Background: an optimization exercise with open tools, aiming at small area, a short achievable clock period and few clock cycles per item. Do not read the settings as production practice. The RTL was checked by simulation tests, not by an equivalence proof against the original design. Power figures rest on the tool's default switching activity, not on a simulated workload.

==> v18: inputs <==
Design hex_neighbour_order, start of the top module:
module hex_neighbour_order
#(
    parameter int GRID_SIDE = 32
) (
    input  logic        i_clk,
    input  logic        i_rst_n,
    input  logic        i_cfg_we,
    input  logic [15:0] i_cfg_wdata,    
    input  logic        i_s_tvalid,
    output logic        o_s_tready,
    input  logic [39:0] i_s_tdata,      
    output logic        o_m_tvalid,
    input  logic        i_m_tready,
    output logic [47:0] o_m_tdata,      
    output logic        o_m_tlast,
    output logic [0:0]  o_m_tuser       
);
    localparam int QD = 4;
    localparam logic [40:0] KB = 41'h0AAAB000000;
    localparam logic [2:0] T_NONE = 3'd0;
    localparam logic [2:0] T_S    = 3'd1;
    localparam logic [2:0] T_K    = 3'd2;
    localparam logic [2:0] T_M    = 3'd3;
    localparam logic [2:0] T_PK   = 3'd4;
    localparam logic [2:0] T_NK   = 3'd5;
    function automatic logic signed [19:0] f_sat(input logic signed [21:0] v);
        if (v > 22'sd524287) begin
            f_sat = 20'sh7FFFF;
        end else if (v < -22'sd524288) begin
            f_sat = 20'sh80000;
        end else begin
            f_sat = v[19:0];
        end
    endfunction
    logic r_rst;
    always_ff @(posedge i_clk) begin
        r_rst <= !i_rst_n;
    end
    logic [15:0]        r_radius;
    logic [15:0]        r_h;          
    logic [15:0]        r_s;          
    logic [40:0]        r_knc;        
    logic [1:0]         r_cseq;       
    logic [15:0]        w_ma;
    logic signed [22:0] w_mb;
    logic [2:0]         w_mt;
  ...
Settings: LEC_CHECK=0, CAP_MARGIN=20, CORE_MARGIN=2, CORE_UTILIZATION=40, SLEW_MARGIN=20, SYNTH_MEMORY_MAX_BITS=8192; clock period 12.0 ns.
run.sh (not shown) runs the stock make flow with config.mk's settings and CLKGATE_MAP_FILE= SYNTH_SCRIPT=/design/flow/synth_recipe.tcl, a recipe that flattens the netlist after the stock synthesis.
==> v24: changes against v18 <==
CORE_UTILIZATION = 60   (was 40)
PLACE_DENSITY = 0.7   (was default)
SETUP_SLACK_MARGIN = 5   (was default)
==> summary of the runs <==
v24 passed the timing, design-rule and antenna checks. v18 completed without violations. Of v24 and v18, v18 has the higher critical path depth (gap 8). Between v18 and v24, the lower sequential share of layout area is in v18 (gap 0.50 points). Against v18, the setup slack of v24 is lower by 19 ps. In v18 the utilization is lower than in v24, by 21 points. Between v18 and v24, the lower total power is in v18 (gap 1.0%, measured against v24).
==> figures <==
item	v24	v18
Status	complete, no violations	complete, no violations
Number of design-rule violations left by the first detailed-router iteration	19600	14600
Initial Util	60.5%	40.2%
Detailed placement HPWL	358000 um	344000 um
Proportion of cell area occupied by registers	32.6%	32.1%
Maximum fanout count along the critical path	47	46
Global-route wire length before repair	737000 um	725000 um
P_clk	7050 uW	7490 uW
Clock buffers and inverters, area share	5.21%	5.49%
Multi-input gate share of the layout cell area	55.6%	54.7%
Fin nets	14200	14200
Testbench counts of v18, summed over its fixed seeds: cycles 8,490, items 2,400.
Testbench counts of v24, summed over its fixed seeds: cycles 8,490, items 2,400.

==> inputs of run a <==
Another version of the RTL of hex_neighbour_order (not shown whole).
Settings: LEC_CHECK=0, CAP_MARGIN=20, CORE_MARGIN=2, CORE_UTILIZATION=40, SLEW_MARGIN=20, SYNTH_MEMORY_MAX_BITS=8192; clock period 12.0 ns.
==> inputs of run b, as changes to run a <==
==> flow/flow/run.sh (new file) <==
#!/bin/bash
# Standard layout, with the timing repair asked to leave 7 ns of setup slack
# at the design's 12 ns clock (the clock and constraints are unchanged).
export SETUP_SLACK_MARGIN=7
bash standard.sh > standard.log 2>&1
==> flow/standard.sh (new file) <==
#!/bin/bash
# synth_recipe.tcl (not shown) runs the flow's synth.tcl, then flattens the netlist and writes it again
# the make line also repeats each setting of config.mk as NAME=value (left out here)
make -C /OpenROAD-flow-scripts/flow DESIGN_CONFIG=/design/flow/config.mk WORK_HOME=/design/flow/orfs CLKGATE_MAP_FILE= SYNTH_SCRIPT=/design/flow/synth_recipe.tcl "${@:-finish}"
Settings changed: CTS_BUF_LIST from default to sky130_fd_sc_hd__clkbuf_8.
removed: flow/run.sh
==> run notes <==
- After detailed placement, the design holds a cell count of 18,091.
- Before CTS, the worst setup slack after placement is 6030 ps.
- The total placed instance area is 0.139 mm2.
- The switching power is 14,600 uW.
- The flow ran to the end and the layout has no timing, DRC or antenna violations.
- The relative area of non-clock buffer cells in the final design is 2.07%.
- The number of fill cells in the layout is 32,235.
- The sum of met2 wire segment lengths after detailed routing is 230,000 um.
- TritonCTS created about 400 clock buffers.
- The clock tree buffer count of the final layout is 463.
- The worst path in the final design needs a cycle of between 5000 and 6000 ps, including I/O delays and setup.
That was run b.
==> run notes <==
- The run finished with no timing, DRC or antenna violations.
- TritonCTS created 270 clock buffers.
- The detail route stage leaves a number of antenna-violating nets equal to 0.
- The later-pin clock latency in the skew report is 950 ps.
- The synthesized netlist contains 108 unique library cells.
- The time the final worst path needs with I/O delays and setup is 5910 ps.
- After detailed placement, the total cell area comes to around 0.14 mm2.
- The switching power is around 15,000 uW.
- Counting the fill cells in the layout gives 32,048.
- The clock tree buffer count of the final layout is 365.
- The count of antenna diodes in the layout is 69.
- The post-placement worst setup slack is 5770 ps.
- The first global-routing pass estimated 829,000 um of wire.
- Wire segments on met2 add up to 229,000 um in the final route.
- The relative area of non-clock buffer cells in the final design is approximately 2.2%.
- The number of placed instances, taps included, is 18,110.
That was run a.
Testbench counts of run a, summed over its fixed seeds: cycles 8,240, items 2,400.
Testbench counts of run b, summed over its fixed seeds: cycles 8,240, items 2,400.

-- separate check: timing with driven ports --
How much do the figures lean on ideal ports? The routed layouts below were timed once more, with nothing changed but the port constraints. Step 1: set_driving_cell puts a clkbuf_16 on i_clk and a buf_2 on each other input, an assumption about the parent block. Step 2 adds t to the input delays and takes it off the output delays; t is the mean of the earliest and latest rising clock arrival at the registers after step 1. Input paths then give back, and output paths get back, about the clock's delay inside the block. Slacks: ideal / step 1 / step 2; pairs: ideal / step 1.
run	t (ns)	setup slack, ns	slew at the worst register clock pin (ns)
v18	1.018	5.825 / 5.825 / 5.825	0.07 / 0.07
v24	0.978	5.806 / 5.710 / 6.205	0.07 / 0.07
run a	0.998	6.092 / 6.092 / 5.783	0.07 / 0.07
run b	1.219	6.598 / 6.598 / 6.188	0.08 / 0.08
After both steps setup and hold are still met in every run listed. The setup slack of run b, which loses most, moves by 0.000 ns with the drivers and by -0.410 ns with both steps.
